Background: an optimization exercise with open tools, aiming at small area and a short achievable clock period. Do not read the settings as production practice. Function was checked by simulation only, so behaviour that the tests miss may differ from the original. Power figures rest on the tool's default switching activity, not on a simulated workload.

// inst_mem_responder
module inst_mem_responder #(
    parameter int MEM_WORDS = 256,
    parameter int MISS_LAT  = 4
) (
    input  logic        clk,
    input  logic        rst,
    input  logic [15:0] Addr,
    input  logic [15:0] DataIn,
    input  logic        Rd,
    input  logic        Wr,
    input  logic        createdump,
    output logic [15:0] DataOut,
    output logic        Done,
    output logic        Stall,
    output logic        CacheHit,
    output logic        err
);
    localparam int AW = $clog2(MEM_WORDS);
    localparam int CW = $clog2(MISS_LAT);
    localparam int NG = MEM_WORDS / 4;
    localparam int GW = AW - 2;
    logic          s_idle, s_fill, s_last, s_wr;
    logic [CW-1:0] cnt;
    logic [14:0]   lat_word;
    logic [15:0]   lat_data;
    logic          lat_inv;
    wire  [15:0]   lat_val  = lat_data ^ {16{lat_inv}};
    logic [7:0]    line_vld;
    logic [11:0]   line_tag [8];
    logic [15:0]   line_dat [8];
    wire [2:0]     req_idx  = Addr[3:1];
    wire [11:0]    req_tag  = Addr[15:4];
    wire [2:0]     lat_idx  = lat_word[2:0];
    wire [11:0]    lat_tag  = lat_word[14:3];
    wire [AW-1:0]  lat_midx = lat_word[AW-1:0];
    wire           unused_createdump = createdump;
    wire           rd_ok    = Rd & ~Wr & ~Addr[0];
    wire           wr_ok    = Wr & ~Rd & ~Addr[0];
    logic          req_hit;
    logic [95:0]   tag_flat;
    logic [127:0]  dat_flat;
    for (genvar i = 0; i < 8; i++) begin : g_flat
        assign tag_flat[12*i +: 12] = line_tag[i];
        assign dat_flat[16*i +: 16] = line_dat[i];
    end
    imr_resp u_resp (
        .Addr(Addr), .Rd(Rd), .Wr(Wr), .rst(rst),
        .s_idle(s_idle), .s_fill(s_fill), .s_last(s_last), .s_wr(s_wr),
        .line_vld(line_vld), .tag_flat(tag_flat), .dat_flat(dat_flat), .lat_data(lat_val),
        .DataOut(DataOut), .Done(Done), .Stall(Stall), .CacheHit(CacheHit), .err(err),
        .req_hit(req_hit)
    );
    wire           wr_line  = line_vld[lat_idx] && (line_tag[lat_idx][AW-4:0] == lat_tag[AW-4:0]);
    wire           acc_rd   = s_idle & rd_ok & ~req_hit;
    wire           acc_wr   = s_idle & wr_ok;
    wire           wr_go    = rst & s_wr;
    logic [15:0]   slot0 [NG];
    logic [15:0]   slot1 [NG];
  ...
Size: about 4,400 flip-flops, ~57 I/O pins, ~120,000 µm² of cells after synthesis.
==> flow/config.mk <==
export PLATFORM = sky130hd
export DESIGN_NAME = inst_mem_responder
export DESIGN_NICKNAME = inst_mem_responder
export VERILOG_FILES = /design/flow/design.v
export SDC_FILE = /design/flow/constraint.sdc
export NUM_CORES = 4
export LEC_CHECK = 0
export CAP_MARGIN = 20
export CORE_MARGIN = 2
export CORE_UTILIZATION = 40
export SETUP_SLACK_MARGIN = 2.4
export SLEW_MARGIN = 20
export SYNTH_HIERARCHICAL = 1
export SYNTH_MEMORY_MAX_BITS = 8192
==> flow/constraint.sdc <==
create_clock -name core_clock -period 6.0 [get_ports {clk}]
set_input_delay 1.2000 -clock core_clock [delete_from_list [all_inputs] [get_ports {clk}]]
set_output_delay 1.2000 -clock core_clock [all_outputs]
set_load 0.01 [all_outputs]
standard.sh (not shown) runs the stock make flow with config.mk's settings and CLKGATE_MAP_FILE= SYNTH_SCRIPT=/design/flow/synth_recipe.tcl, a recipe that flattens the netlist after the stock synthesis.
==> flow/flow/run.sh <==
#!/bin/bash
set -euo pipefail
export BUFFER_PORTS_ARGS="-buffer_cell sky130_fd_sc_hd__buf_4"
export CTS_ARGS="-sink_clustering_enable -repair_clock_nets -dont_use_dummy_load -buf_list sky130_fd_sc_hd__clkbuf_8 -sink_clustering_size 20 -sink_clustering_max_diameter 40"
bash standard.sh > flow_make.log 2>&1
Next try:
==> flow/flow/run.sh (replaced) <==
#!/bin/bash
set -euo pipefail
export BUFFER_PORTS_ARGS="-buffer_cell sky130_fd_sc_hd__buf_4"
export CTS_ARGS="-sink_clustering_enable -repair_clock_nets -dont_use_dummy_load -buf_list sky130_fd_sc_hd__clkbuf_8 -sink_clustering_size 18 -sink_clustering_max_diameter 55"
bash standard.sh > flow_make.log 2>&1
Settings changed: SETUP_SLACK_MARGIN 2.4 to 2.0.
After rerunning:
- sequential share of layout area is higher by 2.4 points
- maximum frequency is lower by 0.92%
- first-iteration DRC count is higher by 6.2%
- register-to-register slack gets worse by 0.05 ns
- setup slack gets worse by 0.040 ns
- power is lower by 5.3%
- die area stays the same
- sequential power hardly moves
Next try:
Settings changed: SETUP_SLACK_MARGIN 2.0 to 1.8.
After rerunning:
- The changed run produced a clean layout
- synthesized cell count is unchanged
- die area stays the same
- cell count drops slightly
- core utilization drops by 0.40 points

-- afterwards: timing with drivers on the ports --
No port has a modelled driver above. Below, the same layouts with a new extraction and two added sets of constraints. Step 1: set_driving_cell puts a clkbuf_16 on clk and a buf_2 on each other input, an assumption about the parent block. Step 2, shift: input delay + t, output delay - t, t = (earliest + latest rising clock arrival at the registers) / 2. This alone moves slack from input paths to output paths. a / b / c = ideal ports / drivers / drivers and shift; a / b = the first two.
| run | t (ns) | setup WS [ns] | worst data-port slew with drivers (ns) |
|---|---|---|---|
| the first run | 1.149 | 1.713 / 1.666 / 0.877 | 0.07 |
| the second run | 1.095 | 1.673 / 1.673 / 0.794 | 0.06 |
| the third run | 1.088 | 1.522 / 1.522 / 0.588 | 0.07 |
After both steps every run listed still meets setup and hold. The setup slack of the third run, which loses most, moves by 0.000 ns with the drivers and by -0.934 ns with both steps.
